Background: an optimization exercise with open tools, aiming at small area. Do not read the settings as production practice. Function was checked by simulation only, so behaviour that the tests miss may differ from the original. Power figures rest on the tool's default switching activity, not on a simulated workload.

== nickel ==
Design ecg_r_peak_heart_rate, start of the top module:
module ecg_r_peak_heart_rate (
  input  logic        clk,
  input  logic        rst,
  input  logic        sample_valid,
  output logic        sample_stall,
  input  logic [11:0] adc_sample,
  output logic        result_valid,
  input  logic        result_stall,
  output logic [11:0] filtered_sample,
  output logic        peak_flag,
  output logic        rate_updated,
  output logic [7:0]  heart_rate,
  input  logic        cfg_valid,
  output logic        cfg_ready,
  input  logic [2:0]  cfg_index,
  input  logic [15:0] cfg_data
);
export LEC_CHECK = 0
export ABC_AREA = 1
export CAP_MARGIN = 20
export CORE_MARGIN = 2
export CORE_UTILIZATION = 60
export SLEW_MARGIN = 20
create_clock -name core_clock -period 10.0 [get_ports {clk}]
standard.sh (not shown) runs the stock make flow with config.mk's settings and CLKGATE_MAP_FILE= SYNTH_SCRIPT=/design/flow/synth_recipe.tcl, a recipe that flattens the netlist after the stock synthesis.
==> flow/flow/run.sh <==
#!/bin/bash
# The standard layout (standard.sh) with these changes:
#  - synthesis maps the logic with an area-only ABC script (flow/area.abc) instead of ORFS's
#    abc_area.script; everything else in synthesis, the registers included, is unchanged;
#  - ports are buffered with the smallest buffer (buf_1);
#  - the clock tree is built from clkbuf_4 without dummy loads.
# Logs: own_synth.log is not separate; make's whole output goes to standard.log and ORFS
# writes each step's log under orfs/logs/.
set -euo pipefail
HERE=$(pwd)
{
  printf '%s\n' 'proc abc {args} {'
  printf '%s\n' '  set i [lsearch -exact $args -script]'
  printf '%s\n' '  if {$i >= 0} { lset args [expr {$i + 1}] $::env(OWN_ABC_SCRIPT) }'
  printf '%s\n' '  yosys abc {*}$args'
  printf '%s\n' '}'
  cat synth_recipe.tcl
} > own_synth.tcl
sed -E "s#SYNTH_SCRIPT=[^ ]+#SYNTH_SCRIPT=$HERE/own_synth.tcl#" standard.sh > own_standard.sh
export OWN_ABC_SCRIPT="$HERE/flow/area.abc"
export BUFFER_PORTS_ARGS="-buffer_cell sky130_fd_sc_hd__buf_1"
export CTS_ARGS="-sink_clustering_enable -repair_clock_nets -dont_use_dummy_load -buf_list sky130_fd_sc_hd__clkbuf_4 -sink_clustering_size 9 -sink_clustering_max_diameter 45"
bash own_standard.sh > standard.log 2>&1
==> flow/flow/area.abc <==
strash
dc2
&get -n
&deepsyn -T 30
&put
dc2
dch -f
amap
topo
For lagoon, these inputs were changed with respect to nickel:
--- a/flow/flow/run.sh
+++ b/flow/flow/run.sh
@@ -21,3 +21,3 @@
 export BUFFER_PORTS_ARGS="-buffer_cell sky130_fd_sc_hd__buf_1"
-export CTS_ARGS="-sink_clustering_enable -repair_clock_nets -dont_use_dummy_load -buf_list sky130_fd_sc_hd__clkbuf_4 -sink_clustering_size 9 -sink_clustering_max_diameter 45"
+export CTS_ARGS="-sink_clustering_enable -repair_clock_nets -dont_use_dummy_load -buf_list sky130_fd_sc_hd__clkbuf_4 -sink_clustering_size 10 -sink_clustering_max_diameter 35"
 bash own_standard.sh > standard.log 2>&1
[summary]
lagoon vs. nickel: total number of nets in the final design went up by 7.
Delta (lagoon minus nickel): die area about even, worst setup margin rose 0.044 ns.
The estimated power of lagoon ends up higher than the estimate for nickel.
In the flow results for lagoon and nickel, the relative contribution of the clock network to total power is smaller on nickel.
Relative to nickel, the number of vias in the routed layout measured on lagoon has increased slightly.
Higher aggregate global-route resource usage among lagoon and nickel: lagoon
For xenon, these inputs were changed with respect to lagoon:
- swapping 60 for 50 in CORE_UTILIZATION
--- a/flow/flow/run.sh
+++ b/flow/flow/run.sh
@@ -21,3 +21,3 @@
 export BUFFER_PORTS_ARGS="-buffer_cell sky130_fd_sc_hd__buf_1"
-export CTS_ARGS="-sink_clustering_enable -repair_clock_nets -dont_use_dummy_load -buf_list sky130_fd_sc_hd__clkbuf_4 -sink_clustering_size 10 -sink_clustering_max_diameter 35"
+export CTS_ARGS="-sink_clustering_enable -repair_clock_nets -dont_use_dummy_load -buf_list sky130_fd_sc_hd__clkbuf_4 -sink_clustering_size 10 -sink_clustering_max_diameter 50"
 bash own_standard.sh > standard.log 2>&1
==> flow/flow/area.abc <==
strash
dc2
dch -f
amap
topo
Results
- lagoon → xenon: final layout net count now sits higher, utilization after layout now sits lower.
- lagoon has lower logic depth of the worst path, buffers included than xenon.
- xenon against lagoon: via count closely matched the old numbers, placer congestion estimate increased by 0.0045 relative to the old numbers, post-synthesis to final-layout area growth closely matched the old numbers, setup slack after layout increased by 0.27 ns relative to the old numbers, number of top-level pins closely matched the old numbers.
- [compare] base=lagoon new=xenon: fraction of the yosys area taken by sequential cells shrank by 0.83 points, number of non-filler instances in the completed layout picked up an extra 49.
diff inputs: xenon => yarrow
- a change of CORE_UTILIZATION from 50 to 60
--- a/flow/flow/run.sh
+++ b/flow/flow/run.sh
@@ -21,3 +21,3 @@
 export BUFFER_PORTS_ARGS="-buffer_cell sky130_fd_sc_hd__buf_1"
-export CTS_ARGS="-sink_clustering_enable -repair_clock_nets -dont_use_dummy_load -buf_list sky130_fd_sc_hd__clkbuf_4 -sink_clustering_size 10 -sink_clustering_max_diameter 50"
+export CTS_ARGS="-sink_clustering_enable -repair_clock_nets -dont_use_dummy_load -buf_list sky130_fd_sc_hd__clkbuf_4 -sink_clustering_size 8 -sink_clustering_max_diameter 40"
 bash own_standard.sh > standard.log 2>&1
==> flow/flow/area.abc <==
strash
dc2
&get -n
&deepsyn -T 30
&put
dc2
dch -f
amap
topo
[summary]
- Post-synthesis cell count is higher on xenon
- NOTE: non-clock inverter total of the final layout in yarrow exceeds that of xenon
- The sequential share of layout area in yarrow sits 0.80 points above the value recorded for xenon.

==> separate check: timing with driven ports <==
In the flow no input, the clock included, has a driving cell. The finished layouts below were timed again as built, in two steps.
Step 1 (the two cells are an assumption about what drives the block):
set clk [get_ports {clk}]
set_driving_cell -lib_cell sky130_fd_sc_hd__clkbuf_16 $clk
set_driving_cell -lib_cell sky130_fd_sc_hd__buf_2 [delete_from_list [all_inputs] $clk]
Step 2 adds t to the input delays and takes it off the output delays; t is the mean of the earliest and latest rising clock arrival at the registers after step 1. Input paths then give back, and output paths get back, about the clock's delay inside the block.
a / b / c = ideal ports / drivers / drivers and shift; a / b = the first two.
| run | t, ns | setup slack, ns | latest minus earliest clock arrival (ns) |
|---|---|---|---|
| nickel | 0.655 | 4.173 / 4.140 / 4.795 | 0.056 / 0.056 |
| lagoon | 0.589 | 4.217 / 4.184 / 4.772 | 0.083 / 0.083 |
| xenon | 0.629 | 4.490 / 4.455 / 4.996 | 0.061 / 0.061 |
| yarrow | 0.566 | 4.205 / 4.171 / 4.736 | 0.063 / 0.063 |
After both steps setup and hold are still met in every run listed.
